This is an optimization exercise on Yosys and OpenROAD, whose aim is small area, a short achievable clock period and few clock cycles per item, not a production implementation.
In this exercise RTL edits were held to simulation tests only and were not proved equivalent to the original.
Power figures rest on the tool's default switching activity, not on a simulated workload.

--- flow/config.mk ---
export PLATFORM = sky130hd
export DESIGN_NAME = apbExecTop
export DESIGN_NICKNAME = apbExecTop
export VERILOG_FILES = /design/flow/design.v
export SDC_FILE = /design/flow/constraint.sdc
export NUM_CORES = 4
export LEC_CHECK = 0
export CAP_MARGIN = 20
export CORE_MARGIN = 2
export CORE_UTILIZATION = 45
export PLACE_DENSITY = 0.6
export SLEW_MARGIN = 20
--- flow/constraint.sdc ---
create_clock -name core_clock -period 10.0 [get_ports {clk}]
set_input_delay 2.0000 -clock core_clock [delete_from_list [all_inputs] [get_ports {clk}]]
set_output_delay 2.0000 -clock core_clock [all_outputs]
set_load 0.01 [all_outputs]
--- flow/design.v ---
package mipsPkg;
    typedef enum logic [3:0] {
        ADD,
        SUB,
        AND,
        OR,
        XOR,
        NOR,
        SLT,
        SLTU,
        SLL,
        SRL,
        SRA,
        LUI
    } aluOpT;
    typedef enum logic [1:0] {
        ZERO,
        SIGN,
        UPPER
    } extOpT;
    typedef enum logic [1:0] {
        MULT,
        MULTU,
        DIV,
        DIVU
    } mdOpT;
endpackage
`timescale 1ns/1ns
import mipsPkg::*;
module control (
    input  logic [31:0]    instr,
    output logic           regWrite,
    output logic           regDst,
    output logic           aluSrc,
    output logic           shiftImm,
    output logic           shiftVar,
    output logic           mdStart,
    output logic           mfHi,
    output logic           mfLo,
    output logic           mtHi,
    output logic           mtLo,
    output logic           illegal,
    output mipsPkg::aluOpT aluOp,
    output mipsPkg::extOpT extOp,
    output mipsPkg::mdOpT  mdOp
);
    logic [5:0] opcode;
    logic [5:0] funct;
    logic       rType;
    logic isAdd, isAddu, isSub, isSubu, isAnd, isOr, isXor, isNor;
    logic isSlt, isSltu, isSll, isSrl, isSra, isSllv, isSrlv, isSrav;
    logic isMult, isMultu, isDiv, isDivu, isMfhi, isMthi, isMflo, isMtlo;
    logic isAddi, isAddiu, isSlti, isSltiu, isAndi, isOri, isXori, isLui;
    logic immOp;
    logic supported;
    assign opcode = instr[31:26];
    assign funct  = instr[5:0];
    assign rType  = (opcode == 6'b000000);
    assign isAdd   = rType && (funct == 6'b100000);
    assign isAddu  = rType && (funct == 6'b100001);
    assign isSub   = rType && (funct == 6'b100010);
    assign isSubu  = rType && (funct == 6'b100011);
    assign isAnd   = rType && (funct == 6'b100100);
    assign isOr    = rType && (funct == 6'b100101);
    assign isXor   = rType && (funct == 6'b100110);
    assign isNor   = rType && (funct == 6'b100111);
    assign isSlt   = rType && (funct == 6'b101010);
    assign isSltu  = rType && (funct == 6'b101011);
    assign isSll   = rType && (funct == 6'b000000);
    assign isSrl   = rType && (funct == 6'b000010);
    assign isSra   = rType && (funct == 6'b000011);
    assign isSllv  = rType && (funct == 6'b000100);
    assign isSrlv  = rType && (funct == 6'b000110);
    assign isSrav  = rType && (funct == 6'b000111);
    assign isMfhi  = rType && (funct == 6'b010000);
    assign isMthi  = rType && (funct == 6'b010001);
    assign isMflo  = rType && (funct == 6'b010010);
    assign isMtlo  = rType && (funct == 6'b010011);
    assign isMult  = rType && (funct == 6'b011000);
    assign isMultu = rType && (funct == 6'b011001);
    assign isDiv   = rType && (funct == 6'b011010);
    assign isDivu  = rType && (funct == 6'b011011);
    assign isAddi  = (opcode == 6'b001000);
    assign isAddiu = (opcode == 6'b001001);
    assign isSlti  = (opcode == 6'b001010);
    assign isSltiu = (opcode == 6'b001011);
    assign isAndi  = (opcode == 6'b001100);
    assign isOri   = (opcode == 6'b001101);
    assign isXori  = (opcode == 6'b001110);
    assign isLui   = (opcode == 6'b001111);
    assign supported = isAdd | isAddu | isSub | isSubu | isAnd | isOr | isXor | isNor
                     | isSlt | isSltu | isSll | isSrl | isSra | isSllv | isSrlv | isSrav
                     | isMult | isMultu | isDiv | isDivu | isMfhi | isMthi | isMflo | isMtlo
                     | isAddi | isAddiu | isSlti | isSltiu | isAndi | isOri | isXori | isLui;
    assign immOp    = isAddi | isAddiu | isSlti | isSltiu | isAndi | isOri | isXori | isLui;
    assign shiftImm = isSll | isSrl | isSra;
    assign shiftVar = isSllv | isSrlv | isSrav;
    assign regDst   = isAdd | isAddu | isSub | isSubu | isAnd | isOr | isXor | isNor
                    | isSlt | isSltu | shiftImm | shiftVar | isMfhi | isMflo;
    assign regWrite = regDst | immOp;
    assign aluSrc   = immOp;
    assign mdStart  = isMult | isMultu | isDiv | isDivu;
    assign mfHi     = isMfhi;
    assign mfLo     = isMflo;
    assign mtHi     = isMthi;
    assign mtLo     = isMtlo;
    assign illegal  = !supported;
    always_comb begin
        aluOp = ADD;
        if (isSub | isSubu)        aluOp = SUB;
        else if (isAnd | isAndi)   aluOp = AND;
        else if (isOr | isOri)     aluOp = OR;
        else if (isXor | isXori)   aluOp = XOR;
        else if (isNor)            aluOp = NOR;
        else if (isSlt | isSlti)   aluOp = SLT;
        else if (isSltu | isSltiu) aluOp = SLTU;
        else if (isSll | isSllv)   aluOp = SLL;
        else if (isSrl | isSrlv)   aluOp = SRL;
        else if (isSra | isSrav)   aluOp = SRA;
        else if (isLui)            aluOp = LUI;
    end
    always_comb begin
        extOp = ZERO;
        if (isAddi | isAddiu | isSlti | isSltiu) extOp = SIGN;
        else if (isLui)                          extOp = UPPER;
    end
    always_comb begin
        mdOp = MULT;
        if (isMultu)     mdOp = MULTU;
        else if (isDiv)  mdOp = DIV;
        else if (isDivu) mdOp = DIVU;
    end
endmodule
`timescale 1ns/1ns
import mipsPkg::*;
module alu (
    input  logic [31:0]    a,
    input  logic [31:0]    b,
    input  logic [4:0]     shamt,
    input  mipsPkg::aluOpT op,
    output logic [31:0]    y
);
    logic [31:0] sum;
    logic [31:0] diff;
    assign sum  = a + b;
    assign diff = a - b;
    always_comb begin
        case (op)
            ADD: begin
                y = sum;
            end
            SUB: begin
                y = diff;
            end
            AND: begin
                y = a & b;
            end
            OR: begin
                y = a | b;
            end
            XOR: begin
                y = a ^ b;
            end
            NOR: begin
                y = ~(a | b);
            end
            SLT: begin
                y = {31'b0, $signed(a) < $signed(b)};
            end
            SLTU: begin
                y = {31'b0, a < b};
            end
            SLL: begin
                y = b << shamt;
            end
            SRL: begin
                y = b >> shamt;
            end
            SRA: begin
                y = $signed(b) >>> shamt;
            end
            LUI: begin
                y = b;
            end
            default: begin
                y = '0;
            end
        endcase
    end
endmodule
`timescale 1ns/1ns
import mipsPkg::*;
module mulDiv (
    input  logic          clk,
    input  logic          rstN,
    input  logic          start,
    input  mipsPkg::mdOpT op,
    input  logic [31:0]   a,
    input  logic [31:0]   b,
    input  logic          mtHi,
    input  logic          mtLo,
    output logic          busy,
    output logic [31:0]   hi,
    output logic [31:0]   lo
);
    localparam int CntW = $clog2(32);
    logic            isSigned;
    logic            isDivOp;
    logic            accept;
    logic [31:0]     aMag;
    logic [31:0]     bMag;
    logic [CntW-1:0] stepCnt;
    logic [63:0]     acc;
    logic [31:0]     opB;
    logic            divMode;
    logic            negHi;
    logic            negLo;
    logic [32:0]     sumHi;
    logic [32:0]     remShl;
    logic [33:0]     trial;
    logic [63:0]     accNext;
    logic [63:0]     prodFix;
    logic [31:0]     hiRes;
    logic [31:0]     loRes;
    assign isSigned = (op == MULT) || (op == DIV);
    assign isDivOp  = (op == DIV) || (op == DIVU);
    assign accept   = start && !(isDivOp && (b == '0));
    assign aMag     = (isSigned && a[31]) ? -a : a;
    assign bMag     = (isSigned && b[31]) ? -b : b;
    assign sumHi  = {1'b0, acc[63:32]} + (acc[0] ? {1'b0, opB} : 33'd0);
    assign remShl = acc[63:31];
    assign trial  = {1'b0, remShl} - {2'b00, opB};
    always_comb begin
        if (divMode) begin
            accNext = trial[33] ? {remShl[31:0], acc[30:0], 1'b0}
                                : {trial[31:0], acc[30:0], 1'b1};
        end else begin
            accNext = {sumHi, acc[31:1]};
        end
    end
    assign prodFix = negLo ? -accNext : accNext;
    always_comb begin
        if (divMode) begin
            hiRes = negHi ? -accNext[63:32] : accNext[63:32];
            loRes = negLo ? -accNext[31:0] : accNext[31:0];
        end else begin
            hiRes = prodFix[63:32];
            loRes = prodFix[31:0];
        end
    end
    always_ff @(posedge clk) begin
        if (accept) begin
            acc     <= {32'b0, aMag};
            opB     <= bMag;
            divMode <= isDivOp;
            negLo   <= isSigned && (a[31] ^ b[31]);
            negHi   <= isSigned && a[31];
        end else if (busy) begin
            acc <= accNext;
        end
    end
    always_ff @(posedge clk) begin
        if (!rstN) begin
            busy    <= 1'b0;
            stepCnt <= '0;
            hi      <= '0;
            lo      <= '0;
        end else if (accept) begin
            busy    <= 1'b1;
            stepCnt <= '0;
        end else if (busy) begin
            stepCnt <= stepCnt + 1'b1;
            if (stepCnt == CntW'(32 - 1)) begin
                busy <= 1'b0;
                hi   <= hiRes;
                lo   <= loRes;
            end
        end else begin
            if (mtHi) begin
                hi <= a;
            end
            if (mtLo) begin
                lo <= a;
            end
        end
    end
endmodule
`timescale 1ns/1ns
module regFile (
    input  logic        clk,
    input  logic        rstN,
    input  logic        we,
    input  logic [4:0]  rs,
    input  logic [4:0]  rt,
    input  logic [4:0]  rd,
    input  logic [4:0]  dbgSel,
    input  logic [31:0] wd,
    output logic [31:0] rsData,
    output logic [31:0] rtData,
    output logic [31:0] dbgData
);
    logic [31:0] regs [32];
    always_ff @(posedge clk) begin
        if (!rstN) begin
            for (int i = 0; i < 32; i++) begin
                regs[i] <= '0;
            end
        end else if (we && (rd != 5'd0)) begin
            regs[rd] <= wd;
        end
    end
    assign rsData  = regs[rs];
    assign rtData  = regs[rt];
    assign dbgData = regs[dbgSel];
endmodule
`timescale 1ns/1ns
import mipsPkg::*;
module apbExecTop (
    input  logic        clk,
    input  logic        rstN,
    input  logic        pSel,
    input  logic        pEnable,
    input  logic        pWrite,
    input  logic [11:0] pAddr,
    input  logic [31:0] pWData,
    output logic [31:0] pRData,
    output logic        pReady,
    output logic        pSlvErr
);
    typedef enum logic {
        IDLE,
        MD_WAIT
    } stateT;
    stateT       state;
    logic [31:0] instrQ;
    logic regWrite, regDst, aluSrc, shiftImm, shiftVar, mdStart;
    logic mfHi, mfLo, mtHi, mtLo, illegal;
    mipsPkg::aluOpT aluOp;
    mipsPkg::extOpT extOp;
    mipsPkg::mdOpT  mdOp;
    logic [31:0] rsData, rtData, dbgData, wbData;
    logic [31:0] extImm, aluB, aluY, hi, lo;
    logic [4:0]  shamt, rdSel;
    logic [11:0] regOff;
    logic        busy, access, wrInstr, rdOk, inRegWin, exec, zeroDiv, mdGo;
    assign access   = pSel && pEnable;
    assign regOff   = pAddr - 12'h100;
    assign inRegWin = (pAddr >= 12'h100) && (regOff < 12'h080)
                   && (regOff[1:0] == 2'b00);
    assign wrInstr  = pWrite && (pAddr == 12'h000);
    assign rdOk     = !pWrite && (inRegWin || pAddr == 12'h200 || pAddr == 12'h204);
    assign exec     = access && (state == IDLE) && wrInstr && !illegal;
    assign zeroDiv  = ((mdOp == DIV) || (mdOp == DIVU)) && (rtData == '0);
    assign mdGo     = exec && mdStart && !zeroDiv;
    assign pReady  = access && (((state == IDLE) && !mdGo) || ((state == MD_WAIT) && !busy));
    assign pSlvErr = access && (state == IDLE) && !(rdOk || (wrInstr && !illegal));
    always_comb begin
        pRData = '0;
        if (access && !pWrite) begin
            if (inRegWin)               pRData = dbgData;
            else if (pAddr == 12'h200) pRData = hi;
            else if (pAddr == 12'h204) pRData = lo;
        end
    end
    always_ff @(posedge clk) begin
        if (!rstN) begin
            state  <= IDLE;
            instrQ <= '0;
        end else begin
            if (pSel && !pEnable) begin
                instrQ <= pWData;
            end
            if ((state == IDLE) && mdGo) begin
                state <= MD_WAIT;
            end else if ((state == MD_WAIT) && pReady) begin
                state <= IDLE;
            end
        end
    end
    always_comb begin
        case (extOp)
            SIGN:    extImm = {{16{instrQ[15]}}, instrQ[15:0]};
            UPPER:   extImm = {instrQ[15:0], 16'h0000};
            default: extImm = {16'h0000, instrQ[15:0]};
        endcase
    end
    assign aluB   = aluSrc ? extImm : rtData;
    assign shamt  = shiftVar ? rsData[4:0] : (shiftImm ? instrQ[10:6] : 5'd0);
    assign rdSel  = regDst ? instrQ[15:11] : instrQ[20:16];
    assign wbData = mfHi ? hi : (mfLo ? lo : aluY);
    control uControl (
        .instr(instrQ), .regWrite(regWrite), .regDst(regDst), .aluSrc(aluSrc),
        .shiftImm(shiftImm), .shiftVar(shiftVar), .mdStart(mdStart), .mfHi(mfHi),
        .mfLo(mfLo), .mtHi(mtHi), .mtLo(mtLo), .illegal(illegal), .aluOp(aluOp),
        .extOp(extOp), .mdOp(mdOp)
    );
    alu uAlu (.a(rsData), .b(aluB), .shamt(shamt), .op(aluOp), .y(aluY));
    regFile uRegFile (
        .clk(clk), .rstN(rstN), .we(exec && regWrite), .rs(instrQ[25:21]),
        .rt(instrQ[20:16]), .rd(rdSel), .dbgSel(regOff[6:2]), .wd(wbData),
        .rsData(rsData), .rtData(rtData), .dbgData(dbgData)
    );
    mulDiv uMulDiv (
        .clk(clk), .rstN(rstN), .start(exec && mdStart), .op(mdOp), .a(rsData),
        .b(rtData), .mtHi(exec && mtHi), .mtLo(exec && mtLo), .busy(busy),
        .hi(hi), .lo(lo)
    );
endmodule
--- flow/run.sh ---
#!/bin/bash
# synth_recipe.tcl (not shown) runs the flow's synth.tcl, then flattens the netlist and writes it again
# the make line also repeats each setting of config.mk as NAME=value (left out here)
make -C /OpenROAD-flow-scripts/flow DESIGN_CONFIG=/design/flow/config.mk WORK_HOME=/design/flow/orfs CLKGATE_MAP_FILE= SYNTH_SCRIPT=/design/flow/synth_recipe.tcl finish
==> run notes <==
## flip-flops by register name, summed over array words and instances, names as in the netlist, named ones only
signal           flops
uMulDiv.negLo        1
uMulDiv.busy         1
uMulDiv.hi          32
uRegFile.regs     1024
uMulDiv.opB         32
state                1
instrQ              32
uMulDiv.divMode      1
uMulDiv.acc         64
uMulDiv.lo          32
uMulDiv.negHi        1
uMulDiv.stepCnt      5
## routing by layer
layer	up-vias	GRT usage (%)	wire [um]
met5	-	0.317	202
met2	5778	59.4	173000
met4	18	27.7	33400
li1	28500	-	-
met3	1384	11.4	51400
met1	36000	48.4	132000
## placed cells by master (no fill, tap or decap), types with 31 or more instances in the layout
cell / Yosys / routed
edfxtp_1: 1091 / 1091
o211ai_1: 70 / 70
inv_1: 164 / 163
nand2_2: 0 / 57
conb_1: 1 / 32
xnor2_1: 104 / 104
mux2_2: 47 / 47
o21a_1: 34 / 33
nand2_1: 432 / 368
dfxtp_1: 145 / 134
nor2_1: 1305 / 1300
nor3_1: 138 / 136
ha_1: 166 / 166
o21ai_0: 228 / 223
o21bai_1: 31 / 31
mux2i_1: 265 / 258
a211oi_1: 132 / 121
a21oi_1: 432 / 429
nand3_1: 98 / 97
nor2b_1: 55 / 53
mux4_2: 961 / 961
a21o_1: 37 / 37
a31oi_1: 60 / 59
or3_1: 35 / 34
clkbuf_16: 0 / 148
and2_1: 53 / 53
xor2_1: 52 / 52
buf_4: 8 / 324
clkdlybuf4s50_1: 0 / 76
## path summary, 6_finish.rpt
kind                                             end  startpoint  cells past startpoint  slack [ns]
worst min register to register            instrQ[23]  instrQ[23]                      2        0.46
worst min-delay path                      instrQ[23]  instrQ[23]                      2        0.46
worst max register to register  uRegFile.regs[7][15]        flop                     15        1.42
worst max-delay path                          pReady        flop                     11        0.51
## final cells by class
cell class	instances	area share [%]
antenna	8	0.0209
timing repair buffer	414	3.60
sequential	1236	37.3
multi-input combinational	5324	50.2
inverter	165	0.653
clock buffer	181	4.07
tap	2511	3.29
clock inverter	79	0.850
## kinds of logic after synthesis
family          Yosys count
other cells               1
mux                    1275
xor+xnor                156
fa+ha+maj               170
flops                  1236
buf+inv                 843
simple gates           2313
compound gates         1378
## power breakdown
group	internal, uW	switching (uW)
clock network	3010	2350
registers	5770	153
logic	1380	3180
## Yosys cell counts, types with 104 or more instances
cell,count
clkbuf_1,456
buf_2,125
a21oi_1,432
ha_1,166
mux4_2,961
nand2_1,432
a211oi_1,132
dfxtp_1,145
edfxtp_1,1091
nor2_1,1305
inv_1,164
o21ai_0,228
nor3_1,138
xnor2_1,104
mux2i_1,265
## through the flow
| step | power, uW | hold WS, ns | util, % | instances |
|---|---|---|---|---|
| 3_5_place_dp | 10400 | 0.442 | 47.7 | 9649 |
| 5_1_grt | 16200 | 0.500 | 50.2 | 9911 |
| 4_1_cts | 15700 | 0.458 | 50.2 | 9909 |
| 6_report | 15900 | 0.457 | 50.2 | 9918 |
| 2_1_floorplan | 8580 | 0.436 | - | 7403 |
| 3_3_place_gp | 10400 | 0.441 | 47.7 | 9649 |
## worst register-to-register path, delay by kind of cell, from the launching register on
kind                   cells  cell delay [ns]
buffers and inverters      3             1.73
DFF                        1             0.83
and+or+nand+nor            3             0.53
AOI/OAI and AO/OA          5             2.55
muxes                      4             2.61
==> flow_summary.toml <==
[setup_path]
criticalPathCategory = "flop to output port"
slowest_stage = "mux2i_2"
end_kind = "output port"
critical_path_arrival_ns = 7.49
cp_top_family = "buffers and inverters"
startpoint_type = "flop"
required_ns = 8.00
worstPathBufferInverterCount = 3
path_cells = "buf_4 -> buf_4 -> mux4_2 -> mux4_2 -> mux2i_2 -> nand4b_1 -> nor2_1 -> nand2_1 -> o311a_4 -> a211oi_1 -> clkdlybuf4s50_1"
critical_path.max_fanout = 35
max_stage_delay_ns = 0.86

[clock_tree]
postCtsSetupRepairBufs = 0
clock-root-buffer = "clkbuf_16"
ctsResizeCount = 0
clk_path_buf_depth = 3
cts_made_buffers = 145
path_clk_slew_ns = 0.06
cts_sinks = 1236
clk_latency_ns = 0.84
cts-hold-fix-buffers = 0
cts_tree = "built"
cts_max_level = 4

[die]
start_util_pct = 45.4
pin_count = 83
rows = 160
die_y_um = 442
coreArea_um2 = 190000
die_area_um2 = 195000
fp.dieW_um = 442

[routing]
drt_wl_total_um = 390000
routedWlPerCell_um = 39.3
drc = 0
num_vias = 71700
dr.first_iter.drc_count = 11600
via_per_inst = 7.22
dr.pass1.iters = 7
final_antenna_net_count = 0

[placement]
preCtsSetupSlack_ns = 1.56
gp_congestion = 1.08
placed_area_um2 = 90900
place_hpwl_um = 269000
numPortBuffers = 82

[cells_and_area]
drive_gt1_share_pct = 23.5
finalNetCount = 7505
regArea_um2 = 35700
multi_input_area_um2 = 48000
finish.instance_area_um2 = 95600
area_delta_synth_final_pct = 10.7
n_fill_cell = 16700

[yosys]
synth_ff_type = "edfxtp_1"
synth_compound_area_share_pct = 10.4
syn-mean-instance-area_um2 = 11.7
synth_edf_count = 1091
yosys.area.top_type_share_pct = 37.9
synth_top_family_by_area = "multiplexers"
yosysTopAreaCell = "edfxtp_1"
synthTopCellsByArea = "edfxtp_1 (38%), mux4_2 (25%), nor2_1 (5.7%), dfxtp_1 (3.4%), mux2i_1 (3.1%)"
yosysUniqueCellTypes = 97
synth_seq_cells = 1236
async_flop_share_pct = 0
synth_mux_area_share_pct = 28.8
yosysWarnings = 5
synth_fa_ha_area_share_pct = 2.50
syn_inst = 7372
synth-seq-area-share_pct = 41.3
synth_xor_area_share_pct = 1.58
netlist_area_um2 = 86400
synth-simple-area-share_pct = 11.5

[global_routing]
grtUsageTotal_pct = 39.3
grt_pass1_vias = 68900
antenna_found_initial = 21
grt_pass1_wl_um = 540000
overflow = 0
grt_max_degree = 115

[timing]
slew_headroom_pct = 13.4
finClkSkew_ns = 0.0456
maxSlewViolCount = 0
fin_crit_sh_pct = 94.9
worst_pin_slew_ns = 1.27
period_minus_slack_ns = 9.49
setup_viol = 0
finalWorstSetupSlack_ns = 0.513
max_freq_mhz = 105
fin_tns_setup_ns = 0
hold_viol = 0
rsz0062_at_grt = "no"

[hold_path]
worst_hold_path_type = "flop to flop"

[power]
p_leak_uw = 0.0322
ir_drop_v = 0.000160
p_per_area_nw_per_um2 = 166

[outcome]
status = "finished clean"

[run]
cap_violations = 0
Testbench counts, summed over its fixed seeds: cycles 59,236, items 12,128.

[what the ideal ports hide]
Ports are ideal in the flow. The routed layout listed here was re-timed in OpenROAD. Step 1 sets driving cells, clkbuf_16 on the clock port and buf_2 on the other inputs (assumed; they add their load-dependent delay and slew). Step 2 moves the port delays by t, midway between the first and last clock arrival at a register: inputs arrive t later, outputs are due t later. That takes back most of the time a late clock gives input paths. Three values: ideal ports, drivers, drivers and shift; two values: the first two.
t, ns: 0.897
setup WS [ns]: 0.513 / 0.429 / 1.326
worst setup path at the end: register to output
worst register clock-pin slew, ns: 0.07 / 0.07
worst slew at a driven data input, ns: 0.07
After both steps this run still meets setup and hold. The setup slack of this run moves by -0.084 ns with the drivers and by +0.813 ns with both steps.
